This design comes from an exercise in tuning for small area, a short achievable clock period and few clock cycles per item on the open sky130 flow, not from production work. Only simulation tests tie the RTL to the original design; equivalence was not proved. Power is estimated from default activity; no workload was simulated.

## build 19
==> flow/design.v <==
package spq_pkg;
  localparam int TAG_W  = 16;
  localparam int PRIO_W = 8;
  localparam logic CMD_ENQ = 1'b0;
  localparam logic CMD_DEQ = 1'b1;
  typedef struct packed {
    logic              cmd;
    logic [TAG_W-1:0]  task_tag;
    logic [PRIO_W-1:0] prio;
  } in_word_t;
  typedef struct packed {
    logic [TAG_W-1:0] front_tag;
    logic             queue_empty;
    logic             overflow;
  } out_word_t;
  typedef struct packed {
    logic load_item;   
    logic exec;        
  } spq_cmd_t;
  typedef struct packed {
    logic full;
    logic empty;
  } spq_status_t;
endpackage
module spq_ctrl (
  input  logic               clk,
  input  logic               rst_n,
  input  logic               in_valid,
  output logic               in_ready,
  input  spq_pkg::in_word_t  in_data,
  output logic               out_valid,
  input  logic               out_ready,
  output logic               accept,
  output logic               exec,
  output spq_pkg::in_word_t  item
);
  spq_pkg::in_word_t item_r;
  logic              item_v_r;
  logic              out_valid_r;
  assign exec      = item_v_r && (!out_valid_r || out_ready);
  assign in_ready  = out_ready;
  assign accept    = in_valid && in_ready;
  assign out_valid = out_valid_r;
  assign item      = item_r;
  always_ff @(posedge clk) begin
    if (!rst_n) begin
      item_v_r    <= 1'b0;
      out_valid_r <= 1'b0;
    end else begin
      item_v_r <= accept || (item_v_r && !exec);
      if (exec) begin
        out_valid_r <= 1'b1;
      end else if (out_ready) begin
        out_valid_r <= 1'b0;
      end
    end
  end
  always_ff @(posedge clk) begin
    if (accept) begin
      item_r <= in_data;
    end
  end
endmodule
module spq_dp #(
  parameter int DEPTH = 16
) (
  input  logic               clk,
  input  logic               rst_n,
  input  logic               accept,     
  input  spq_pkg::in_word_t  in_data,
  input  logic               exec,       
  input  spq_pkg::in_word_t  item,
  output spq_pkg::out_word_t out_data
);
  logic [spq_pkg::TAG_W-1:0]  tags_r  [DEPTH];
  logic [spq_pkg::PRIO_W-1:0] prios_r [DEPTH];
  logic [DEPTH-1:0]           valid_r;
  logic [DEPTH-1:0]           gt_r;       
  logic                       ovf_r;
  logic [DEPTH-1:0]           above;      
  logic [DEPTH-1:0]           sel_new, sel_up;
  logic [DEPTH-1:0]           gt_in, gt_nxt;
  logic                       gt_in_item;
  logic                       is_enq, do_enq, do_deq;
  logic [spq_pkg::TAG_W-1:0]  front_r, second_tag;
  logic [DEPTH-2:0]           is_second;
  logic                       any_ahead;
  assign is_enq = (item.cmd == spq_pkg::CMD_ENQ);
  assign do_enq = exec && is_enq && !valid_r[DEPTH-1];
  assign do_deq = exec && !is_enq;
  function automatic logic prio_gt(input logic [spq_pkg::PRIO_W-1:0] a,
                                   input logic [spq_pkg::PRIO_W-1:0] b);
    logic gt;
    gt = 1'b0;
    for (int k = 0; k < spq_pkg::PRIO_W; k++) begin
      gt = (a[k] & ~b[k]) | (~(a[k] ^ b[k]) & gt);
    end
    prio_gt = gt;
  endfunction
  always_comb begin
    for (int i = 0; i < DEPTH; i++) begin
      above[i] = !valid_r[i] || gt_r[i];
    end
    for (int i = 0; i < DEPTH; i++) begin
      sel_up[i]  = do_enq && (i > 0) && above[(i > 0) ? i - 1 : 0];
      sel_new[i] = do_enq && above[i] && ((i == 0) || !above[(i > 0) ? i - 1 : 0]);
    end
  end
  for (genvar g = 0; g < DEPTH; g++) begin : g_cell
    localparam int GP = (g > 0) ? g - 1 : 0;
    logic keep;
    assign keep = !(sel_up[g] || sel_new[g]);
    always_ff @(posedge clk) begin
      tags_r[g]  <= ({spq_pkg::TAG_W{keep}}        & tags_r[g])
                  | ({spq_pkg::TAG_W{sel_up[g]}}   & tags_r[GP])
                  | ({spq_pkg::TAG_W{sel_new[g]}}  & item.task_tag);
      prios_r[g] <= ({spq_pkg::PRIO_W{keep}}       & prios_r[g])
                  | ({spq_pkg::PRIO_W{sel_up[g]}}  & prios_r[GP])
                  | ({spq_pkg::PRIO_W{sel_new[g]}} & item.prio);
    end
  end
  always_comb begin
    gt_in_item = prio_gt(item.prio, in_data.prio);
    for (int i = 0; i < DEPTH; i++) begin
      gt_in[i] = prio_gt(prios_r[i], in_data.prio);
    end
    for (int i = 0; i < DEPTH; i++) begin
      gt_nxt[i] = (!(sel_up[i] || sel_new[i]) && gt_in[i])
                | (sel_up[i] && gt_in[(i > 0) ? i - 1 : 0])
                | (sel_new[i] && gt_in_item);
    end
  end
  always_ff @(posedge clk) begin
    if (accept) begin
      gt_r <= gt_nxt;
    end
  end
  always_ff @(posedge clk) begin
    if (!rst_n) begin
      valid_r <= '0;
    end else if (do_enq) begin
      valid_r <= {valid_r[DEPTH-2:0], 1'b1};
    end else if (do_deq) begin
      valid_r <= {1'b0, valid_r[DEPTH-1:1]};
    end
  end
  always_ff @(posedge clk) begin
    if (exec) begin
      ovf_r <= is_enq && valid_r[DEPTH-1];
    end
  end
  always_comb begin
    any_ahead  = 1'b0;
    second_tag = '0;
    for (int i = 0; i < DEPTH; i++) begin
      any_ahead = any_ahead || (valid_r[i] && gt_r[i]);
    end
    for (int i = 0; i < DEPTH - 1; i++) begin
      is_second[i] = valid_r[i + 1] && ((i + 2 >= DEPTH) || !valid_r[(i + 2 < DEPTH) ? i + 2 : i]);
      second_tag   = second_tag | ({spq_pkg::TAG_W{is_second[i]}} & tags_r[i]);
    end
  end
  logic front_new, front_keep;
  assign front_new  = do_enq && !any_ahead;
  assign front_keep = !(front_new || do_deq);
  always_ff @(posedge clk) begin
    front_r <= ({spq_pkg::TAG_W{front_new}}  & item.task_tag)
             | ({spq_pkg::TAG_W{do_deq}}     & second_tag)
             | ({spq_pkg::TAG_W{front_keep}} & front_r);
  end
  assign out_data.front_tag   = front_r;
  assign out_data.queue_empty = !valid_r[0];
  assign out_data.overflow    = ovf_r;
endmodule
module sorted_priority_queue #(
  parameter int DEPTH = 16
) (
  input  logic               clk,
  input  logic               rst_n,
  input  logic               in_valid,
  output logic               in_ready,
  input  logic [24:0]        in_data,
  output logic               out_valid,
  input  logic               out_ready,
  output logic [17:0]        out_data
);
  spq_pkg::in_word_t  in_word;
  spq_pkg::in_word_t  item;
  spq_pkg::out_word_t out_word;
  logic               exec, accept;
  assign in_word  = in_data;
  assign out_data = out_word;
  spq_ctrl u_ctrl (
    .clk       (clk),
    .rst_n     (rst_n),
    .in_valid  (in_valid),
    .in_ready  (in_ready),
    .in_data   (in_word),
    .out_valid (out_valid),
    .out_ready (out_ready),
    .accept    (accept),
    .exec      (exec),
    .item      (item)
  );
  spq_dp #(
    .DEPTH (DEPTH)
  ) u_dp (
    .clk      (clk),
    .rst_n    (rst_n),
    .accept   (accept),
    .in_data  (in_word),
    .exec     (exec),
    .item     (item),
    .out_data (out_word)
  );
endmodule
Settings: LEC_CHECK=0, CAP_MARGIN=20, CORE_MARGIN=2, CORE_UTILIZATION=40, SETUP_SLACK_MARGIN=3.25, SLEW_MARGIN=20, BUFFER_PORTS_ARGS=-buffer_cell sky130_fd_sc_hd__buf_2, CTS_ARGS=-sink_clustering_enable -repair_clock_nets -dont_use_dummy_load -buf_list {sky130_fd_sc_hd__clkbuf_8 sky130_fd_sc_hd__clkbuf_16} -sink_clustering_size 24 -sink_clustering_max_diameter 90; clock period 6.0 ns.
standard.sh (not shown) runs the stock make flow with config.mk's settings and CLKGATE_MAP_FILE= SYNTH_SCRIPT=/design/flow/synth_recipe.tcl, a recipe that flattens the netlist after the stock synthesis.
==> flow/flow/run.sh <==
#!/bin/bash
set -euo pipefail
cat >> config.mk <<'EOS'
export BUFFER_PORTS_ARGS = -buffer_cell sky130_fd_sc_hd__buf_2
export CTS_ARGS = -sink_clustering_enable -repair_clock_nets -dont_use_dummy_load -buf_list {sky130_fd_sc_hd__clkbuf_8 sky130_fd_sc_hd__clkbuf_16} -sink_clustering_size 24 -sink_clustering_max_diameter 90
EOS
bash standard.sh > standard_flow.log 2>&1
Build 19 ran to completion and came out clean on the timing, DRC and antenna checks.
Testbench counts of build 19, summed over its fixed seeds: cycles 16,016, items 16,000.
#### Input delta (build 25 over build 19)
# build 19
export LEC_CHECK = 0
export CAP_MARGIN = 20
export CORE_MARGIN = 2
export CORE_UTILIZATION = 40
export SETUP_SLACK_MARGIN = 3.25
export SLEW_MARGIN = 20
export BUFFER_PORTS_ARGS = -buffer_cell sky130_fd_sc_hd__buf_2
export CTS_ARGS = -sink_clustering_enable -repair_clock_nets -dont_use_dummy_load -buf_list {sky130_fd_sc_hd__clkbuf_8 sky130_fd_sc_hd__clkbuf_16} -sink_clustering_size 24 -sink_clustering_max_diameter 90
create_clock -name core_clock -period 6.0 [get_ports {clk}]
# build 25
export LEC_CHECK = 0
export CAP_MARGIN = 10
export CORE_MARGIN = 2
export CORE_UTILIZATION = 40
export PLACE_DENSITY = 0.75
export SETUP_SLACK_MARGIN = 3.25
export SLEW_MARGIN = 10
export BUFFER_PORTS_ARGS = -buffer_cell sky130_fd_sc_hd__buf_2
export CTS_ARGS = -sink_clustering_enable -repair_clock_nets -dont_use_dummy_load -buf_list {sky130_fd_sc_hd__clkbuf_8 sky130_fd_sc_hd__clkbuf_16} -sink_clustering_size 20 -sink_clustering_max_diameter 80
create_clock -name core_clock -period 6.0 [get_ports {clk}]
==> flow/flow/run.sh <==
#!/bin/bash
set -euo pipefail
cat >> config.mk <<'EOS'
export BUFFER_PORTS_ARGS = -buffer_cell sky130_fd_sc_hd__buf_2
export CTS_ARGS = -sink_clustering_enable -repair_clock_nets -dont_use_dummy_load -buf_list {sky130_fd_sc_hd__clkbuf_8 sky130_fd_sc_hd__clkbuf_16} -sink_clustering_size 20 -sink_clustering_max_diameter 80
EOS
bash standard.sh > standard_flow.log 2>&1
Notes after the runs:
Build 25 finished every stage and its layout cleared the timing, DRC and antenna checks. Build 19 was carried through to the last stage, and its layout satisfied the timing, DRC and antenna checks. Diff build 25..build 19 | worst hold path stage count | unchanged. Build 19 -> build 25: number of setup violations in the final report delta 0, exact match. Build 25 ends up with lower portion of total power attributed to sequential cells than build 19 does. Of the two values seen for critical path's slowest cell, sky130_fd_sc_hd__a2111oi_1 was produced by build 19 and sky130_fd_sc_hd__nor2_4 by build 25. Build 25 against build 19: highest net fanout along the worst path went up by 28; area added between synthesis and finish lost 0.42 points; post-DP HPWL fell 1300 um; final instance count without filler cells saw little to no change; power density relative to cell area went up 5.1 mW/mm2. Between build 19 and build 25, the worst-case clock skew figures differ only marginally.
Edits applied to the flow inputs when going from build 25 to build 77:
# build 25
export LEC_CHECK = 0
export CAP_MARGIN = 10
export CORE_MARGIN = 2
export CORE_UTILIZATION = 40
export PLACE_DENSITY = 0.75
export SETUP_SLACK_MARGIN = 3.25
export SLEW_MARGIN = 10
export BUFFER_PORTS_ARGS = -buffer_cell sky130_fd_sc_hd__buf_2
export CTS_ARGS = -sink_clustering_enable -repair_clock_nets -dont_use_dummy_load -buf_list {sky130_fd_sc_hd__clkbuf_8 sky130_fd_sc_hd__clkbuf_16} -sink_clustering_size 20 -sink_clustering_max_diameter 80
create_clock -name core_clock -period 6.0 [get_ports {clk}]
# build 77
export LEC_CHECK = 0
export CAP_MARGIN = 20
export CORE_MARGIN = 2
export CORE_UTILIZATION = 40
export SETUP_SLACK_MARGIN = 3.45
export SLEW_MARGIN = 20
export BUFFER_PORTS_ARGS = -buffer_cell sky130_fd_sc_hd__buf_2
export CTS_ARGS = -sink_clustering_enable -repair_clock_nets -dont_use_dummy_load -buf_list {sky130_fd_sc_hd__clkbuf_8 sky130_fd_sc_hd__clkbuf_16} -sink_clustering_size 20 -sink_clustering_max_diameter 80
create_clock -name core_clock -period 6.0 [get_ports {clk}]
## What came out
- For the synthesis-to-finish area growth, build 77 came in 4.8 points higher than build 25 did.
- Between build 25 and build 77, the difference in number of placed instances with taps included is negligible.
- Compared with build 25, in build 77 depth of the worst register-to-register path rose by 1, met3 capacity usage during global routing went up by 0.30 points.
- Fraction of power consumed by the clock network in build 77 is 0.6 points above build 25.
- Combinational share of power: build 77 > build 25
- Between build 25 and build 77, final clock period utilization by the worst path decreased.
- Minimum clock period: build 77 < build 25
- The final layout from build 77, which completed every stage, passed the timing, DRC and antenna checks at the end of the flow.
- The sum of internal, switching and leakage power of build 77 was inferior to that of build 25.
### build 77 -> build 42
# build 77
export LEC_CHECK = 0
export CAP_MARGIN = 20
export CORE_MARGIN = 2
export CORE_UTILIZATION = 40
export SETUP_SLACK_MARGIN = 3.45
export SLEW_MARGIN = 20
export BUFFER_PORTS_ARGS = -buffer_cell sky130_fd_sc_hd__buf_2
export CTS_ARGS = -sink_clustering_enable -repair_clock_nets -dont_use_dummy_load -buf_list {sky130_fd_sc_hd__clkbuf_8 sky130_fd_sc_hd__clkbuf_16} -sink_clustering_size 20 -sink_clustering_max_diameter 80
create_clock -name core_clock -period 6.0 [get_ports {clk}]
# build 42
export LEC_CHECK = 0
export CAP_MARGIN = 20
export CORE_MARGIN = 2
export CORE_UTILIZATION = 40
export SETUP_SLACK_MARGIN = 3.3
export SLEW_MARGIN = 20
export BUFFER_PORTS_ARGS = -buffer_cell sky130_fd_sc_hd__buf_2
export CTS_ARGS = -sink_clustering_enable -repair_clock_nets -dont_use_dummy_load -buf_list {sky130_fd_sc_hd__clkbuf_4 sky130_fd_sc_hd__clkbuf_8}
create_clock -name core_clock -period 6.0 [get_ports {clk}]
==> flow/flow/run.sh <==
#!/bin/bash
set -euo pipefail
cat >> config.mk <<'EOS'
export BUFFER_PORTS_ARGS = -buffer_cell sky130_fd_sc_hd__buf_2
export CTS_ARGS = -sink_clustering_enable -repair_clock_nets -dont_use_dummy_load -buf_list {sky130_fd_sc_hd__clkbuf_4 sky130_fd_sc_hd__clkbuf_8}
EOS
bash standard.sh > standard_flow.log 2>&1
Setup slack delta (build 77 -> build 42): insignificant
Combinational cell fraction of total power was higher in build 77 than in build 42.
Diff build 77..build 42 | accumulated negative setup slack | unchanged
in_data[5] as the startpoint of the worst setup timing path was reported by build 77, and in_data[2] by build 42.
Changes observed in build 42 relative to build 77: via count fell 77, sum of met3 wire segment lengths after detailed routing fell 15%, count of plain and timing-repair buffers in the layout rose about 3%.
Overall power of the completed layout went up by a few percent going from build 77 to build 42.
Critical-path cell with the highest stage delay: sky130_fd_sc_hd__a2111oi_4 -> build 77, sky130_fd_sc_hd__o41ai_2 -> build 42
Build 42 vs build 77 — worst hold-check slack dropped 0.026 ns.
Total routed wirelength was lower in the run labelled build 42.
Clock buffer count for build 42 is higher than for build 77.

==> separate check: timing with driven ports <==
No port has a modelled driver above. Below, the same layouts with a new extraction and two added sets of constraints.
Step 1 (the two cells are an assumption about what drives the block):
set clk [get_ports {clk}]
set_driving_cell -lib_cell sky130_fd_sc_hd__clkbuf_16 $clk
set_driving_cell -lib_cell sky130_fd_sc_hd__buf_2 [delete_from_list [all_inputs] $clk]
Step 2 adds t to the input delays and takes it off the output delays; t is the mean of the earliest and latest rising clock arrival at the registers after step 1. Input paths then give back, and output paths get back, about the clock's delay inside the block.
a / b / c = ideal ports / drivers / drivers and shift; a / b = the first two.
run	t (ns)	setup slack, ns	pins driven straight from the clock port
build 19	0.607	3.211 / 3.239 / 2.632	1
build 25	0.621	3.183 / 3.213 / 2.592	1
build 77	0.645	3.269 / 3.280 / 2.635	1
build 42	0.694	3.267 / 3.272 / 2.578	1
After both steps every run listed still meets setup and hold. The setup slack of build 42, which loses most, moves by +0.005 ns with the drivers and by -0.689 ns with both steps.
